Context: an optimization exercise on an open-source flow, tuned for small area, a short achievable clock period and few clock cycles per item. The choices shown serve that exercise and are no tape-out recipe. Function was checked by simulation only, so behaviour that the tests miss may differ from the original.

File: flow/constraint.sdc
create_clock -name core_clock -period 5.0 [get_ports {clk}]
set_input_delay 1.0000 -clock core_clock [delete_from_list [all_inputs] [get_ports {clk}]]
set_output_delay 1.0000 -clock core_clock [all_outputs]
set_load 0.01 [all_outputs]
File: flow/config.mk
export PLATFORM = sky130hd
export DESIGN_NAME = thread_id_deque_with_keyed_removal
export DESIGN_NICKNAME = thread_id_deque_with_keyed_removal
export VERILOG_FILES = /design/flow/design.v
export SDC_FILE = /design/flow/constraint.sdc
export NUM_CORES = 4
export LEC_CHECK = 0
export CAP_MARGIN = 20
export CORE_MARGIN = 2
export CORE_UTILIZATION = 40
export SLEW_MARGIN = 20
File: flow/design.v
`default_nettype none
package tidq_pkg;
    localparam int DEPTH_DEF    = 16;
    localparam int ID_WIDTH_DEF = 16;
    localparam int CMD_W  = 3;
    localparam int STAT_W = 2;
    localparam int POS_W  = 4;
    localparam logic [CMD_W-1:0] CMD_PUSH_FRONT = 3'd0;
    localparam logic [CMD_W-1:0] CMD_PUSH_BACK  = 3'd1;
    localparam logic [CMD_W-1:0] CMD_POP_FRONT  = 3'd2;
    localparam logic [CMD_W-1:0] CMD_POP_BACK   = 3'd3;
    localparam logic [CMD_W-1:0] CMD_REMOVE     = 3'd4;
    localparam logic [CMD_W-1:0] CMD_FIND       = 3'd5;
    localparam logic [STAT_W-1:0] ST_OK    = 2'd0;
    localparam logic [STAT_W-1:0] ST_EMPTY = 2'd1;
    localparam logic [STAT_W-1:0] ST_FULL  = 2'd2;
    typedef enum logic [1:0] {
        S_IDLE,
        S_EXEC,
        S_SCAN,
        S_RESP
    } state_t;
    typedef enum logic [1:0] {
        CELL_HOLD,
        CELL_SHIFT_LEFT,
        CELL_SHIFT_RIGHT,
        CELL_WRITE
    } cell_op_t;
    typedef struct packed {
        cell_op_t op;
        logic     wr;
    } cell_ctl_t;
endpackage
`default_nettype wire
`default_nettype none
import tidq_pkg::*;
module tidq_cell #(
    parameter int IDX   = 0,
    parameter int ID_W  = 16,
    parameter int SEL_W = 4
) (
    input  wire logic              clk,
    input  wire tidq_pkg::cell_ctl_t ctl,
    input  wire logic [SEL_W-1:0]  sel,
    input  wire logic [ID_W-1:0]   wdata,
    input  wire logic [ID_W-1:0]   left_in,
    input  wire logic [ID_W-1:0]   right_in,
    output logic      [ID_W-1:0]   slot,
    output logic      [ID_W-1:0]   tap
);
    localparam logic [SEL_W-1:0] MY_IDX = SEL_W'(IDX);
    logic [ID_W-1:0] slot_reg;
    logic [ID_W-1:0] slot_next;
    logic            below_sel;
    logic            at_sel;
    assign below_sel = MY_IDX < sel;
    assign at_sel    = MY_IDX == sel;
    always_comb
    begin
        slot_next = slot_reg;
        case (ctl.op)
            CELL_SHIFT_LEFT:
            begin
                if (below_sel)
                begin
                    slot_next = right_in;
                end
                else if (at_sel && ctl.wr)
                begin
                    slot_next = wdata;
                end
            end
            CELL_SHIFT_RIGHT:
            begin
                slot_next = (IDX == 0) ? wdata : left_in;
            end
            CELL_WRITE:
            begin
                if (at_sel)
                begin
                    slot_next = wdata;
                end
            end
            default:
            begin
                slot_next = slot_reg;
            end
        endcase
    end
    always_ff @(posedge clk)
    begin
        slot_reg <= slot_next;
    end
    assign slot = slot_reg;
    assign tap  = at_sel ? slot_reg : '0;
endmodule
`default_nettype wire
`default_nettype none
import tidq_pkg::*;
module tidq_ctrl #(
    parameter int DEPTH    = tidq_pkg::DEPTH_DEF,
    parameter int ID_WIDTH = tidq_pkg::ID_WIDTH_DEF,
    localparam int SW      = $clog2(DEPTH),
    localparam int CW      = $clog2(DEPTH + 1)
) (
    input  wire logic                        clk,
    input  wire logic                        rst_n,
    input  wire logic                        cmd_valid,
    output logic                             cmd_ready,
    input  wire logic [tidq_pkg::CMD_W-1:0]  cmd,
    input  wire logic [ID_WIDTH-1:0]         thread_id,
    output logic                             rsp_valid,
    input  wire logic                        rsp_ready,
    output logic      [tidq_pkg::STAT_W-1:0] status,
    output logic      [ID_WIDTH-1:0]         result_id,
    output logic      [tidq_pkg::POS_W-1:0]  position,
    output logic      [CW-1:0]               entry_count,
    input  wire logic [ID_WIDTH-1:0]         head,
    input  wire logic [ID_WIDTH-1:0]         tail_tap,
    output tidq_pkg::cell_ctl_t              cell_ctl,
    output logic      [SW-1:0]               cell_sel,
    output logic      [ID_WIDTH-1:0]         cell_wdata
);
    localparam logic [CW-1:0] FULL_CNT = CW'(DEPTH);
    localparam logic [CW-1:0] ONE_CNT  = CW'(1);
    tidq_pkg::state_t            state_reg;
    tidq_pkg::state_t            state_next;
    logic [CMD_W-1:0]    cmd_reg, cmd_next;
    logic [ID_WIDTH-1:0] key_reg, key_next;
    logic [CW-1:0]       count_reg, count_next;
    logic [CW-1:0]       left_reg, left_next;
    logic [POS_W-1:0]    step_reg, step_next;
    logic                found_reg, found_next;
    logic [STAT_W-1:0]   res_stat_reg, res_stat_next;
    logic [ID_WIDTH-1:0] res_id_reg, res_id_next;
    logic [POS_W-1:0]    res_pos_reg, res_pos_next;
    logic                rsp_valid_reg, rsp_valid_next;
    logic [STAT_W-1:0]   status_reg, status_next;
    logic [ID_WIDTH-1:0] result_id_reg, result_id_next;
    logic [POS_W-1:0]    position_reg, position_next;
    logic [CW-1:0]       entry_count_reg, entry_count_next;
    logic                full;
    logic                empty;
    logic                hit;
    logic                out_free;
    logic [SW-1:0]       last_sel;
    assign full     = count_reg == FULL_CNT;
    assign empty    = count_reg == '0;
    assign hit      = !found_reg && (head == key_reg);
    assign out_free = !rsp_valid_reg || rsp_ready;
    assign last_sel = SW'(count_reg - ONE_CNT);
    always_comb
    begin
        state_next       = state_reg;
        cmd_next         = cmd_reg;
        key_next         = key_reg;
        count_next       = count_reg;
        left_next        = left_reg;
        step_next        = step_reg;
        found_next       = found_reg;
        res_stat_next    = res_stat_reg;
        res_id_next      = res_id_reg;
        res_pos_next     = res_pos_reg;
        rsp_valid_next   = rsp_valid_reg;
        status_next      = status_reg;
        result_id_next   = result_id_reg;
        position_next    = position_reg;
        entry_count_next = entry_count_reg;
        cell_ctl         = {CELL_HOLD, 1'b0};
        cell_sel         = last_sel;
        cell_wdata       = key_reg;
        if (rsp_valid_reg && rsp_ready)
        begin
            rsp_valid_next = 1'b0;
        end
        case (state_reg)
            S_IDLE:
            begin
                if (cmd_valid)
                begin
                    cmd_next   = cmd;
                    key_next   = thread_id;
                    state_next = S_EXEC;
                end
            end
            S_EXEC:
            begin
                res_stat_next = ST_OK;
                res_id_next   = '0;
                res_pos_next  = '0;
                state_next    = S_RESP;
                case (cmd_reg)
                    CMD_PUSH_FRONT:
                    begin
                        if (full)
                        begin
                            res_stat_next = ST_FULL;
                        end
                        else
                        begin
                            cell_ctl   = {CELL_SHIFT_RIGHT, 1'b1};
                            count_next = count_reg + ONE_CNT;
                        end
                    end
                    CMD_PUSH_BACK:
                    begin
                        if (full)
                        begin
                            res_stat_next = ST_FULL;
                        end
                        else
                        begin
                            cell_ctl   = {CELL_WRITE, 1'b1};
                            cell_sel   = SW'(count_reg);
                            count_next = count_reg + ONE_CNT;
                        end
                    end
                    CMD_POP_FRONT:
                    begin
                        if (empty)
                        begin
                            res_stat_next = ST_EMPTY;
                        end
                        else
                        begin
                            res_id_next = head;
                            cell_ctl    = {CELL_SHIFT_LEFT, 1'b0};
                            count_next  = count_reg - ONE_CNT;
                        end
                    end
                    CMD_POP_BACK:
                    begin
                        if (empty)
                        begin
                            res_stat_next = ST_EMPTY;
                        end
                        else
                        begin
                            res_id_next = tail_tap;
                            count_next  = count_reg - ONE_CNT;
                        end
                    end
                    CMD_REMOVE, CMD_FIND:
                    begin
                        res_stat_next = ST_EMPTY;
                        if (!empty)
                        begin
                            left_next  = count_reg;
                            step_next  = '0;
                            found_next = 1'b0;
                            state_next = S_SCAN;
                        end
                    end
                    default:
                    begin
                        res_stat_next = ST_OK;
                    end
                endcase
            end
            S_SCAN:
            begin
                if (hit)
                begin
                    found_next    = 1'b1;
                    res_stat_next = ST_OK;
                    res_id_next   = head;
                    res_pos_next  = step_reg;
                end
                if (hit && (cmd_reg == CMD_REMOVE))
                begin
                    cell_ctl   = {CELL_SHIFT_LEFT, 1'b0};
                    count_next = count_reg - ONE_CNT;
                end
                else
                begin
                    cell_ctl   = {CELL_SHIFT_LEFT, 1'b1};
                    cell_wdata = head;
                end
                step_next = step_reg + POS_W'(1);
                left_next = left_reg - ONE_CNT;
                if (left_reg == ONE_CNT)
                begin
                    state_next = S_RESP;
                end
            end
            S_RESP:
            begin
                if (out_free)
                begin
                    rsp_valid_next   = 1'b1;
                    status_next      = res_stat_reg;
                    result_id_next   = res_id_reg;
                    position_next    = res_pos_reg;
                    entry_count_next = count_reg;
                    state_next       = S_IDLE;
                end
            end
            default:
            begin
                state_next = S_IDLE;
            end
        endcase
    end
    always_ff @(posedge clk or negedge rst_n)
    begin
        if (!rst_n)
        begin
            state_reg     <= S_IDLE;
            count_reg     <= '0;
            left_reg      <= '0;
            found_reg     <= 1'b0;
            rsp_valid_reg <= 1'b0;
        end
        else
        begin
            state_reg     <= state_next;
            count_reg     <= count_next;
            left_reg      <= left_next;
            found_reg     <= found_next;
            rsp_valid_reg <= rsp_valid_next;
        end
    end
    always_ff @(posedge clk)
    begin
        cmd_reg         <= cmd_next;
        key_reg         <= key_next;
        step_reg        <= step_next;
        res_stat_reg    <= res_stat_next;
        res_id_reg      <= res_id_next;
        res_pos_reg     <= res_pos_next;
        status_reg      <= status_next;
        result_id_reg   <= result_id_next;
        position_reg    <= position_next;
        entry_count_reg <= entry_count_next;
    end
    assign cmd_ready   = state_reg == S_IDLE;
    assign rsp_valid   = rsp_valid_reg;
    assign status      = status_reg;
    assign result_id   = result_id_reg;
    assign position    = position_reg;
    assign entry_count = entry_count_reg;
endmodule
`default_nettype wire
`default_nettype none
import tidq_pkg::*;
module thread_id_deque_with_keyed_removal #(
    parameter int DEPTH    = tidq_pkg::DEPTH_DEF,
    parameter int ID_WIDTH = tidq_pkg::ID_WIDTH_DEF,
    localparam int CW      = $clog2(DEPTH + 1)
) (
    input  wire logic                        clk,
    input  wire logic                        rst_n,
    input  wire logic                        cmd_valid,
    output logic                             cmd_ready,
    input  wire logic [tidq_pkg::CMD_W-1:0]  cmd,
    input  wire logic [ID_WIDTH-1:0]         thread_id,
    output logic                             rsp_valid,
    input  wire logic                        rsp_ready,
    output logic      [tidq_pkg::STAT_W-1:0] status,
    output logic      [ID_WIDTH-1:0]         result_id,
    output logic      [tidq_pkg::POS_W-1:0]  position,
    output logic      [CW-1:0]               entry_count
);
    localparam int SW = $clog2(DEPTH);
    tidq_pkg::cell_ctl_t cell_ctl;
    logic [SW-1:0]       cell_sel;
    logic [ID_WIDTH-1:0] cell_wdata;
    logic [ID_WIDTH-1:0] slots [DEPTH];
    logic [ID_WIDTH-1:0] taps  [DEPTH];
    logic [ID_WIDTH-1:0] tail_tap;
    tidq_ctrl #(
        .DEPTH    (DEPTH),
        .ID_WIDTH (ID_WIDTH)
    ) u_ctrl (
        .clk         (clk),
        .rst_n       (rst_n),
        .cmd_valid   (cmd_valid),
        .cmd_ready   (cmd_ready),
        .cmd         (cmd),
        .thread_id   (thread_id),
        .rsp_valid   (rsp_valid),
        .rsp_ready   (rsp_ready),
        .status      (status),
        .result_id   (result_id),
        .position    (position),
        .entry_count (entry_count),
        .head        (slots[0]),
        .tail_tap    (tail_tap),
        .cell_ctl    (cell_ctl),
        .cell_sel    (cell_sel),
        .cell_wdata  (cell_wdata)
    );
    for (genvar i = 0; i < DEPTH; i++)
    begin : g_cell
        logic [ID_WIDTH-1:0] left_in;
        logic [ID_WIDTH-1:0] right_in;
        if (i == 0)
        begin : g_first
            assign left_in = cell_wdata;
        end
        else
        begin : g_mid_l
            assign left_in = slots[i-1];
        end
        if (i == DEPTH - 1)
        begin : g_last
            assign right_in = slots[i];
        end
        else
        begin : g_mid_r
            assign right_in = slots[i+1];
        end
        tidq_cell #(
            .IDX   (i),
            .ID_W  (ID_WIDTH),
            .SEL_W (SW)
        ) u_cell (
            .clk      (clk),
            .ctl      (cell_ctl),
            .sel      (cell_sel),
            .wdata    (cell_wdata),
            .left_in  (left_in),
            .right_in (right_in),
            .slot     (slots[i]),
            .tap      (taps[i])
        );
    end
    always_comb
    begin
        tail_tap = '0;
        for (int k = 0; k < DEPTH; k++)
        begin
            tail_tap = tail_tap | taps[k];
        end
    end
endmodule
`default_nettype wire
File: flow/run.sh
#!/bin/bash
# synth_recipe.tcl (not shown) runs the flow's synth.tcl, then flattens the netlist and writes it again
# the make line also repeats each setting of config.mk as NAME=value (left out here)
make -C /OpenROAD-flow-scripts/flow DESIGN_CONFIG=/design/flow/config.mk WORK_HOME=/design/flow/orfs CLKGATE_MAP_FILE= SYNTH_SCRIPT=/design/flow/synth_recipe.tcl finish
==> key figures <==
Place
  • Final estimated routing congestion in global placement: 1.00
  • Post-detail-place hpwl: 55.9 mm
  • Total placed cells including tap cells: 2596
  • Placement-stage worst setup slack: 0.762 ns
  • Port bufs: 51

Clock tree
  • Clk Latency, worst-skew pair: 0.59 ns
  • CTS tree: yes
  • Post-CTS setup repair buffer count: 0
  • Cell chosen for the clock root: sky130_fd_sc_hd__clkbuf_16
  • Resized cells post-CTS: 0
  • Clock tree buffer depth: 3
  • Number of buffers inserted during clock tree synthesis: 41
  • Clock transition time at the flip-flop clock pins of the worst setup and hold paths: 0.05 ns
  • CTS H-tree lvls: 2
  • Total clock sinks: 342
  • Number of buffers added to fix hold violations after cts: 0

Detailed routing
  • Post-route ant nets: 0
  • Via count: 18600
  • Number of design rule violations left after detail routing: 0
  • Number of optimization iterations in the first detailed-route pass: 10
  • Number of vias per cell: 6.95
  • Post-detailed-routing wire length: 80.6 mm
  • Wire per inst: 30.2 um
  • Detailed Route Iter0 Violations: 2643

Synth
  • Register bit count reported by yosys: 342
  • Share of synthesized area occupied by flip-flops and latches: 50.2%
  • Synthesized netlist cell count: 1952
  • Largest cells by area after synthesis: sky130_fd_sc_hd__edfxtp_1 (48%), sky130_fd_sc_hd__o21ai_0 (5.5%), sky130_fd_sc_hd__a22oi_1 (5.2%), sky130_fd_sc_hd__a21oi_1 (2.9%), sky130_fd_sc_hd__o211ai_1 (2.7%)
  • Library cell with the largest summed area after synthesis: sky130_fd_sc_hd__edfxtp_1
  • Primary flip-flop cell chosen by synthesis mapping: sky130_fd_sc_hd__edfxtp_1
  • Yosys Warn Count: 20
  • Post-Synthesis Cell Area: 20300 um2
  • Library cells used by synthesis: 90
  • Fraction of synthesized cell area taken by the top area cell type: 48.5%
  • Async set-reset flop share out of synthesis: 4.09%
  • Synth Area per Inst: 10.4 um2
  • Net count after synthesis: 1992
  • Number of enable flip-flop cells after synthesis: 328

Run status
  • Run status: no timing/DRC/antenna violations

Final layout
  • Utilization after layout: 46.0%
  • Fraction of layout cells with a size suffix above 1: 11.4%
  • Total Nets Final: 2007
  • Max reg flops: 256
  • Leading cell type in the layout, fill and taps excluded: sky130_fd_sc_hd__edfxtp_1
  • Post-Layout Cell Count: 2669
  • Area growth from synthesis to layout: 13.7%
  • Seq. cell area: 10200 um2
  • Combined area of the multi-input logic cells: 9240 um2
  • Filler cell count in the final layout: 4595
  • Most frequent cells in the layout: sky130_fd_sc_hd__edfxtp_1 (328), sky130_fd_sc_hd__o21ai_0 (222), sky130_fd_sc_hd__a22oi_1 (140), sky130_fd_sc_hd__a21oi_1 (110), sky130_fd_sc_hd__buf_4 (103)
  • Number of antenna cells inserted: 0

Floorplan
  • Initial core utilization: 40.5%
  • Total Die Area: 52600 um2
  • Height of the die: 229 um
  • # rows: 82
  • Die X: 229 um
  • Placeable core area: 50200 um2
  • Count of boundary I/O pins: 52

Critical path
  • Arrival time reported for the critical path endpoint: 4.71 ns
  • Slowest library cell on the worst path: sky130_fd_sc_hd__nand2_1
  • Worst reg2reg path startpoint: u_ctrl.state_reg[0]
  • Kind of capture point of the worst setup path: flip-flop
  • Kind of start point of the critical path: flip-flop
  • Setup crit start: u_ctrl.state_reg[0]
  • Largest fanout on the critical path: 31
  • Worst EP required: 5.37 ns
  • CP peak stage delay: 0.70 ns
  • Cell chain of the critical path: inv_1 > ha_1 > clkinv_1 > nor2_1 > a31oi_1 > ha_4 > inv_2 > buf_4 > nand2_1 > o211ai_1
  • Setup Crit Path Kind: flip-flop to flip-flop

Global route
  • Largest net degree at the start of global routing: 225
  • Global-route usage over all layers: 30.0%
  • Overflow left after global routing: 0
  • First-pass GRT wire length: 118 mm
  • Antenna violations before repair: 2
  • Number of global-route vias before repair: 17600

STA
  • Layout Skew: 0.0288 ns
  • Number of setup violations in the final report: 0
  • Number of failing hold endpoints at the final stage: 0
  • Minimum clock period: 4.34 ns
  • Post-route worst hold slack: 0.411 ns
  • Max-Slew Margin vs Limit: 22.4%
  • Number of max-slew violations in the final report: 0
  • Post-route worst setup slack: 0.663 ns
  • Final critical-path share of the clock period: 86.7%
  • Setup repair after global routing missed its margin: no
  • Tightest Pin Transition: 1.15 ns
  • Fin Setup TNS: 0 ns
  • Max Clock Freq: 231 MHz

Flow run
  • Number of maximum-capacitance constraint violations: 0

Min path
  • Worst min-delay path category: flip-flop to flip-flop
  • Hold Path Origin: u_ctrl.res_id_reg[11]
## cell type report
type / instances / share of cell area (%)
timing repair buffer: 155 / 5.64
inverter: 49 / 0.796
tap: 672 / 3.64
clock buffer: 56 / 4.82
sequential: 342 / 44.2
clock inverter: 17 / 0.937
multi-input combinational: 1378 / 40.0
## path summary, 6_finish.rpt
path                                                 end  slack, ns  cells past startpoint
hold / removal                  u_ctrl.result_id_reg[11]       0.41                      0
setup reg to reg           g_cell[11].u_cell.slot_reg[2]       0.66                     10
setup / recovery           g_cell[11].u_cell.slot_reg[2]       0.66                     10
hold reg to reg                 u_ctrl.result_id_reg[11]       0.41                      0
max in group asynchronous            u_ctrl.count_reg[0]       3.66                      1
min in group asynchronous           u_ctrl.rsp_valid_reg       0.85                      1
## logic make-up (layout without fill, tap and decap cells)
group                    count (synthesis)  after routing  synth area share, %
flip-flops                             342            342                 50.2
adder cells (fa/ha/maj)                 17             17                 1.05
AO/OA/AOI/OAI                          796            796                 26.6
XOR/XNOR                                29             29                 1.25
multiplexers                            53             53                 2.64
AND/OR/NAND/NOR                        483            483                 13.3
buffers and inverters                  232            277                 4.94
## per-stage QoR
stage          instance area (um2)
3_5_place_dp                 21800
6_report                     23100
2_1_floorplan                20300
5_1_grt                      23100
4_1_cts                      23100
3_3_place_gp                 21800
## worst max-delay path, delay by kind of cell, from the launching register on
family	cells	cell delay [ns]
compound gates	2	0.55
fa+ha+maj	2	0.74
buf+inv	4	1.43
flops	1	0.45
simple gates	2	0.93
## synthesized netlist by cell type, drive strengths merged, types with 24 or more instances
| cell type | n |
|---|---|
| o21ai | 233 |
| a31oi | 40 |
| mux2i | 49 |
| buf | 75 |
| a22oi | 140 |
| nand2 | 93 |
| clkbuf | 108 |
| a222oi | 28 |
| nor4 | 33 |
| inv | 47 |
| and2 | 35 |
| nand4 | 36 |
| edfxtp | 328 |
| nor3b | 50 |
| a21oi | 121 |
| nor3 | 24 |
| nand3 | 59 |
| nor2 | 72 |
| a221oi | 32 |
| o211ai | 73 |
## layer usage
metal | vias to the layer above | routed length (um) | track usage, %
li1 | 7852 | - | -
met4 | 4 | 5410 | 18.9
met5 | - | 25 | 0
met1 | 9156 | 30100 | 38.0
met3 | 264 | 8420 | 6.06
met2 | 1279 | 36700 | 47.1
Testbench counts, summed over its fixed seeds: cycles 25,603, items 4,800.

port drivers added, routing unchanged:
How much do the figures lean on ideal ports? The routed layout below was timed once more, with nothing changed but the port constraints.
Step 1: set_driving_cell puts a clkbuf_16 on clk and a buf_2 on each other input, an assumption about the parent block.
Step 2 moves the port delays by t, midway between the first and last clock arrival at a register: inputs arrive t later, outputs are due t later. That takes back most of the time a late clock gives input paths.
Three values: no drivers, after step 1, after step 2; two values: the first two.
shift t [ns]: 0.629
slack for setup (ns): 0.663 / 0.663 / 0.663
worst hold slack (ns): 0.411 / 0.411 / 0.411
slew at the worst register clock pin (ns): 0.07 / 0.07
cell pins on the clock port's net: 1
After both steps this run still meets setup and hold. For this run, drivers alone change the setup slack by 0.000 ns; drivers and shift together by 0.000 ns.
